This is an optimization exercise on Yosys and OpenROAD, whose aim is small area, a short achievable clock period and few clock cycles, not a production implementation. Function was checked by simulation only, so behaviour that the tests miss may differ from the original.

==> design.v <==
module compressorTop (
  input  logic       clock,
  input  logic       arstN,
  input  logic       inValid,
  input  logic [7:0] inByte,
  input  logic       inLast,
  output logic       inReady,
  output logic       tokenValid,
  output logic       tokenIsCopy,
  output logic [7:0] tokenLiteral,
  output logic [8-1:0] tokenOffset,
  output logic [3:0] tokenLength,
  input  logic       creditReturn,
  output logic       blockDone
);
  logic       inRdy;        
  logic [8:0] accCnt;       
  logic       accEnded;     
  logic       irV;          
  logic [7:0] irB;
  logic       irLast;
  logic [7:0] hist0 [64];   
  logic [7:0] hist1 [64];
  logic [7:0] hist2 [64];
  logic [7:0] hist3 [64];
  logic [7:0] ring  [16];   
  logic [7:0] hr    [16];   
  logic [7:0] b1, b2;       
  logic [8:0] wrPtr;        
  logic       ended;        
  logic [8:0] blkN;         
  logic [7:0]   tPos [256];
  logic [255:0] tVal;
  logic         clrV;       
  logic         pendV;      
  logic [7:0]   pendIdx;
  logic [7:0]   pendPos;
  logic [8:0] p;            
  logic       lk;           
  logic       hitP;
  logic [7:0] cP;           
  logic [1:0] m;            
  logic [5:0] rowB [4];     
  logic       oV, oCopy, oLast;
  logic [7:0] oLit, oOff;
  logic [3:0] oLen;
  logic [2:0] credits;
  logic       hcR;          
  logic accept, lastAcc, lim0, lim1;
  logic [8:0] lag;
  assign accept  = inValid & inRdy;
  assign lastAcc = inLast | (accCnt == 9'd255);
  assign lag     = accCnt - p;
  assign lim0    = (lag <= 9'd15);
  assign lim1    = (lag <= 9'd14);
  logic [8:0] aq;
  logic [9:0] aq3;
  logic       aHashOK, aNoHash, aAvail, aHit;
  logic [7:0] idx, aC, rawPos;
  logic       rawVal;
  assign aq      = lk ? (p + 9'd1) : p;
  assign aq3     = {1'b0, aq} + 10'd3;
  assign aHashOK = ({1'b0, wrPtr} >= aq3);
  assign aNoHash = ended & (aq3 > {1'b0, blkN});
  assign aAvail  = aHashOK | aNoHash;
  assign idx     = hr[aq[3:0]];
  assign rawPos  = tPos[idx];
  assign rawVal  = tVal[idx];
  always_comb begin
    if (pendV && pendIdx == idx) begin
      aC   = pendPos;
      aHit = 1'b1;
    end else begin
      aC   = rawPos;
      aHit = rawVal;
    end
    if (aNoHash) aHit = 1'b0;
  end
  logic [3:0] k0;           
  logic [9:0] need;
  logic       availB;
  logic [7:0] curB  [4];    
  logic [7:0] candB [4];    
  logic [3:0] eqB, eqK, inRng, mk;
  logic [2:0] cnt;
  logic [3:0] lCur;
  logic       cont, isCopy, outFree, go, emit, finish;
  logic [8:0] pNext;
  logic [7:0] litB;
  assign k0     = {m, 2'b00};
  assign need   = {1'b0, p} + ((m == 2'd3) ? 10'd15 : {4'd0, k0 + 4'd4});
  assign availB = ended | ({1'b0, wrPtr} >= need);
  assign candB[0] = hist0[rowB[0]];
  assign candB[1] = hist1[rowB[1]];
  assign candB[2] = hist2[rowB[2]];
  assign candB[3] = hist3[rowB[3]];
  always_comb begin
    for (int b = 0; b < 4; b++) begin
      logic [1:0] kb;
      logic [8:0] cp;
      kb      = 2'(b) - cP[1:0];
      cp      = p + {5'd0, k0} + {7'd0, kb};
      curB[b] = ring[cp[3:0]];
      eqB[b]  = (curB[b] == candB[b]);
    end
    for (int k = 0; k < 4; k++) begin
      logic [1:0] bk;
      logic [4:0] kk;
      bk       = 2'(k) + cP[1:0];
      eqK[k]   = eqB[bk];
      kk       = {1'b0, k0} + 5'(k);
      inRng[k] = (kk < 5'd15) & (~ended | (({4'd0, p} + {4'd0, kk}) < {4'd0, blkN}));
    end
  end
  assign mk   = eqK & inRng;
  assign cnt  = !mk[0] ? 3'd0 : !mk[1] ? 3'd1 : !mk[2] ? 3'd2 : !mk[3] ? 3'd3 : 3'd4;
  assign lCur = k0 + {1'b0, cnt};
  assign cont = hitP & (cnt == 3'd4);
  assign isCopy = hitP & ~cont & (lCur >= 4'd3);
  assign litB = ring[p[3:0]];
  assign outFree = ~oV | hcR;
  assign go      = lk & availB & outFree;
  assign emit    = go & ~cont;
  assign pNext   = isCopy ? (p + {5'd0, lCur}) : (p + 9'd1);
  assign finish  = emit & ended & (pNext >= blkN);
  assign inReady      = inRdy;
  assign tokenValid   = oV & hcR;
  assign blockDone    = oV & hcR & oLast;
  assign tokenIsCopy  = oCopy;
  assign tokenLiteral = oLit;
  assign tokenOffset  = oOff;
  assign tokenLength  = oLen;
  logic [2:0] cSp;
  assign cSp = credits - {2'd0, tokenValid};
  always_ff @(posedge clock or negedge arstN) begin
    if (!arstN) begin
      inRdy    <= 1'b1;
      accCnt   <= '0;
      accEnded <= 1'b0;
      irV      <= 1'b0;
      wrPtr    <= '0;
      ended    <= 1'b0;
      clrV     <= 1'b1;
      pendV    <= 1'b0;
      p        <= '0;
      lk       <= 1'b0;
      m        <= '0;
      oV       <= 1'b0;
      credits  <= 3'(4);
      hcR      <= 1'b1;
    end else begin
      credits <= cSp + {2'd0, creditReturn};
      hcR     <= creditReturn | (cSp != 3'd0);
      irV <= accept;
      if (finish) begin
        inRdy <= 1'b1;
      end else if (accept) begin
        inRdy <= lim1 & ~lastAcc;
      end else begin
        inRdy <= lim0 & ~accEnded;
      end
      if (finish) begin
        accCnt   <= '0;
        accEnded <= 1'b0;
      end else if (accept) begin
        accCnt <= accCnt + 9'd1;
        if (lastAcc) accEnded <= 1'b1;
      end
      if (finish) begin
        wrPtr <= '0;
        ended <= 1'b0;
      end else if (irV) begin
        wrPtr <= wrPtr + 9'd1;
        if (irLast) ended <= 1'b1;
      end
      clrV  <= finish;
      pendV <= 1'b0;
      if (emit) begin
        oV <= 1'b1;
      end else if (tokenValid) begin
        oV <= 1'b0;
      end
      if (finish) begin
        p  <= '0;
        lk <= 1'b0;
        m  <= '0;
      end else if (!lk) begin
        if (aAvail) begin
          lk    <= 1'b1;
          m     <= '0;
          pendV <= ~aNoHash;
        end
      end else if (go) begin
        if (cont) begin
          m <= m + 2'd1;
        end else if (isCopy) begin
          p  <= pNext;
          lk <= 1'b0;
          m  <= '0;
        end else begin
          p     <= p + 9'd1;
          lk    <= aAvail;
          m     <= '0;
          pendV <= aAvail & ~aNoHash;
        end
      end
    end
  end
  logic loadA;              
  assign loadA = finish ? 1'b0 : (!lk ? aAvail : (go & ~cont & ~isCopy & aAvail));
  always_ff @(posedge clock) begin
    if (accept) begin
      irB    <= inByte;
      irLast <= lastAcc;
    end
    if (irV) begin
      ring[wrPtr[3:0]] <= irB;
      b1 <= irB;
      b2 <= b1;
      if (wrPtr >= 9'd2) hr[4'(wrPtr - 9'd2)] <= b2 ^ b1 ^ irB;
      if (irLast) blkN <= wrPtr + 9'd1;
    end
    if (loadA) begin
      hitP    <= aHit;
      cP      <= aC;
      pendIdx <= idx;
      pendPos <= aq[7:0];
      for (int b = 0; b < 4; b++) begin
        rowB[b] <= aC[7:2] + ((2'(b) < aC[1:0]) ? 6'd1 : 6'd0);
      end
    end else if (go && cont) begin
      for (int b = 0; b < 4; b++) rowB[b] <= rowB[b] + 6'd1;
    end
    if (emit) begin
      oCopy <= isCopy;
      oLit  <= litB;
      oOff  <= p[7:0] - cP;
      oLen  <= isCopy ? lCur : 4'd1;
      oLast <= finish;
    end
  end
  always_ff @(posedge clock) begin
    if (irV && wrPtr[1:0] == 2'd0) hist0[wrPtr[7:2]] <= irB;
    if (irV && wrPtr[1:0] == 2'd1) hist1[wrPtr[7:2]] <= irB;
    if (irV && wrPtr[1:0] == 2'd2) hist2[wrPtr[7:2]] <= irB;
    if (irV && wrPtr[1:0] == 2'd3) hist3[wrPtr[7:2]] <= irB;
  end
  always_ff @(posedge clock) begin
    if (pendV) tPos[pendIdx] <= pendPos;
  end
  always_ff @(posedge clock) begin
    if (clrV) begin
      tVal <= '0;
    end else if (pendV) begin
      tVal[pendIdx] <= 1'b1;
    end
  end
endmodule
==> run.sh <==
#!/bin/bash
# synth_recipe.tcl (not shown) runs the flow's synth.tcl, then flattens the netlist and writes it again
# the make line also repeats each setting of config.mk as NAME=value (left out here)
make -C /OpenROAD-flow-scripts/flow DESIGN_CONFIG=/design/flow/config.mk WORK_HOME=/design/flow/orfs CLKGATE_MAP_FILE= SYNTH_SCRIPT=/design/flow/synth_recipe.tcl finish
==> config.mk <==
export PLATFORM = sky130hd
export DESIGN_NAME = compressorTop
export DESIGN_NICKNAME = compressorTop
export VERILOG_FILES = /design/flow/design.v
export SDC_FILE = /design/flow/constraint.sdc
export NUM_CORES = 4
export LEC_CHECK = 0
export CAP_MARGIN = 20
export CORE_MARGIN = 2
export CORE_UTILIZATION = 40
export SLEW_MARGIN = 20
==> constraint.sdc <==
create_clock -name core_clock -period 12.0 [get_ports {clock}]
set_input_delay 2.4000 -clock core_clock [delete_from_list [all_inputs] [get_ports {clock}]]
set_output_delay 2.4000 -clock core_clock [all_outputs]
set_load 0.01 [all_outputs]
==> summary.md <==
| Metric | Value |
|---|---|
| Max Cap Viol | 0 |
| Sequential area share after synthesis | 70.4% |
| Critical path fanouts, max | 33 |
| DR WL met3 | 53.5 mm |
| Grt ovf | 0 |
| Syn Inst Count | 13.5k |
| Avg WL per Cell | 28.9 microns |
| R2R setup slack | 0.96 ns |
| Clock Latency Late Sink | 1.06 ns |
| Syn Area/Cell | 14.8 sq um |
| Met2 WL | 270 mm |
| Status | complete, no violations |
| CP max stage delay | 0.92 ns |
| Yosys cell types | 112 |
| CTS sink cnt | 4778 |
| Critical Path Most Common Cell | a21o_1 |
| Max Clock Freq | 0.0906 GHz |
| Worst Setup Start Kind | flip-flop |
| Filler cells | 43.7k |
| Crit path depth | 36 |
| Worst Tran Pin Value | 1.21 ns |
| Final Util | 44.8% |
| Post-CTS Hold Fix Bufs | 0 |
| DR iter-0 viols | 16.4k |
| Worst clock skew | 0.0878 ns |
| Final WS setup | 0.960 ns |
| Worst R2R Start | p[3] |
| H-tree levels | 5 |
| Vias | 121k |
| Initial antenna violation count | 21 |
| FF+latch area | 0.141 sq mm |
| Ports | 37 |
| Post-Route Setup TNS | 0 ns |
| Placed Cells | 19.6k |
| EDFF count, synth | 4457 |
| Top layer in use | met5 |
| Fin crit share | 92.0% |
| Crit Path Class | flip-flop to flip-flop |
| Area grow syn2layout | 11.6% |
| Hpwl dp | 362 mm |
| DP Worst Slack | 1.27 ns |
| Total GRT Usage | 22.8% |
| FF+latch count, synth | 4778 |
| Largest net degree at the start of global routing | 227 |
| Hold crit path type | flip-flop to flip-flop |
| Post-CTS Setup Inserts | 0 |
| Total length of routed wires | 591 mm |
| Synthesized Nets | 13.6k |
| FP Rows | 259 |
| Ys Warns | 4 |
| CTS Buf Count | 482 |
| Final nets | 13.6k |
| Nature of the critical path endpoint | flip-flop |
| Area occupied by multi-input gates | 0.0550 sq mm |
| Share of cells above drive strength 1 | 13.3% |
| RSZ-0062 raised after global routing | false |
| Die ar. | 0.505 sq mm |
| CP delay by family, top | compound AO/OA/AOI/OAI gates |
| Vias in the first global route | 115k |
| Clock period minus worst slack | 11.04 ns |
| CP Launch Point | p[3] |
| Mapped Area | 0.200 sq mm |
| Post-CTS Resized | 0 |
| CP arrival | 11.97 ns |
| Via density | 5.91 |
| Synth async-reset ratio | 0.858% |
| Die Y | 710 microns |
| CTS tree | yes |
| CTS Buffer Depth | 4 |
| CP Data Required Time | 12.93 ns |
| Slowest CP cell | xnor2_4 |
| Fin cells | 20.5k |
| Clk slew on worst S/H paths | 0.06 ns |
| Initial core utilization | 40.1% |
| Routability cong. | 0.933 |
| Clock Tree Root | clkbuf_16 |
| PortBufs | 36 |
| Wire length on met1 | 240 mm |
| Slew margin rel. | 18.9% |
| R2R cell count | 36 |
| DR DRC count | 0 |
| Most used DFF post-synth | edfxtp_1 |
| First-pass DRT Iterations | 9 |
| Critical path buffer and inverter count | 4 |
| Core ar. | 0.497 sq mm |
| Die X | 710 microns |
| Final Hold Vio Count | 0 |
| Slew Viols, Final | 0 |
| DRT antenna net count | 0 |
| # setup viols final | 0 |
| Global-route wire length before repair | 845 mm |
## routing by layer
| metal | GRT usage [%] | up-vias |
|---|---|---|
| met1 | 31.7 | 61976 |
| met3 | 4.35 | 1182 |
| met4 | 9.12 | 16 |
| met2 | 35.4 | 6042 |
| met5 | 0 | - |
| li1 | - | 51641 |
## synthesized netlist by cell type, types with 91 or more instances
master	n	share of area, %
ha_1	135	0.85
mux2i_1	515	2.6
a21oi_1	405	1.0
clkbuf_1	397	0.75
dfxtp_1	280	2.8
xnor2_1	132	0.58
inv_1	91	0.17
a311oi_1	246	1.1
a22oi_1	107	0.40
buf_2	367	0.92
a211oi_1	128	0.48
nor2_1	1056	2.0
a31oi_1	122	0.38
nand2_1	2025	3.8
buf_1	100	0.19
nand4_1	98	0.31
nand3_1	840	2.1
edfxtp_1	4457	67
o21ai_0	122	0.31
and3_1	200	0.63
mux4_2	631	7.1
## cell type report
type	instances	share of cell area, %
clock inverter	271	1.03
antenna	8	0.00899
sequential	4778	63.1
inverter	111	0.207
timing repair buffer	357	1.47
clock buffer	617	5.79
multi-input combinational	7669	24.7
tap	6655	3.74
## layout by cell type (no fill, tap or decap), types with 53 or more instances in the layout
| cell | Yosys | final |
|---|---|---|
| nor2_1 | 1056 | 1019 |
| clkbuf_16 | 0 | 490 |
| a31oi_1 | 122 | 122 |
| and3_1 | 200 | 200 |
| mux4_2 | 631 | 631 |
| ha_1 | 135 | 134 |
| a311oi_1 | 246 | 243 |
| clkbuf_1 | 397 | 109 |
| a22oi_1 | 107 | 106 |
| xnor2_1 | 132 | 125 |
| o21ai_0 | 122 | 120 |
| buf_4 | 43 | 278 |
| a21oi_1 | 405 | 404 |
| clkinv_1 | 6 | 127 |
| inv_1 | 91 | 90 |
| edfxtp_1 | 4457 | 4457 |
| a211oi_1 | 128 | 127 |
| nand4_1 | 98 | 98 |
| mux2i_1 | 515 | 515 |
| clkinv_2 | 0 | 76 |
| nor2b_1 | 62 | 59 |
| nand3_1 | 840 | 832 |
| a21o_1 | 53 | 53 |
| nor3_1 | 80 | 79 |
| dfxtp_1 | 280 | 267 |
| nand2_1 | 2025 | 2023 |
## registers in the layout (all words and copies together), names as in the netlist, 9 cells and up, named ones only
signal / flops
accCnt: 9
blkN: 9
hist0: 512
hist1: 512
hist2: 512
hist3: 512
hr: 128
p: 9
ring: 128
rowB: 24
tPos: 2048
tVal: 256
wrPtr: 9
## worst min-delay path, cell delays in order (launching register included)
cell and delay [ns]:
dfxtp_1 0.32, a21oi_1 0.04, nor2_1 0.07
## per-stage QoR
stage               hold WS [ns]  cell area, sq um
floorplan                  0.437            200000
global placement           0.446            207000
detailed placement         0.453            207000
CTS                        0.469            223000
global route               0.483            223000
finish                     0.464            223000
## cell families (layout without fill, tap and decap cells)
family	Yosys count	in the layout	synth area share, %
AO/OA/AOI/OAI	1605	1605	5.70
XOR/XNOR	188	188	0.851
adder cells (fa/ha/maj)	144	144	0.936
buffers and inverters	1030	1356	2.30
flip-flops	4778	4778	70.4
multiplexers	1200	1200	10.0
other	0	8	0
AND/OR/NAND/NOR	4532	4532	9.84
## how the worst min path moves through the flow
stage	startpoint	endpoint	slack (ns)	cells past startpoint
after floorplan	tVal[100]	tVal[100]	0.44	2
after global placement	tVal[79]	tVal[79]	0.45	2
after detailed placement	tVal[35]	tVal[35]	0.45	2
after CTS	tVal[118]	tVal[118]	0.47	2
after global routing	tVal[102]	tVal[102]	0.48	2
final	tVal[152]	tVal[152]	0.46	2
Testbench counts, summed over its fixed seeds: cycles 23,993.

==> afterwards: timing with drivers on the ports <==
Ports are ideal in the flow. The routed layout listed here was re-timed in OpenROAD. Step 1, drivers: a clkbuf_16 drives clock and a buf_2 each remaining input, both assumed. Step 2 adds t to the input delays and takes it off the output delays; t is the mean of the earliest and latest rising clock arrival at the registers after step 1. Input paths then give back, and output paths get back, about the clock's delay inside the block. a / b / c = ideal ports / drivers / drivers and shift; a / b = the first two.
shift t [ns]: 1.150
slack for setup (ns): 0.960 / 0.960 / 0.960
worst setup path after step 2: register to register
After both steps setup and hold are still met in this run. The setup slack of this run moves by 0.000 ns with the drivers and by 0.000 ns with both steps.
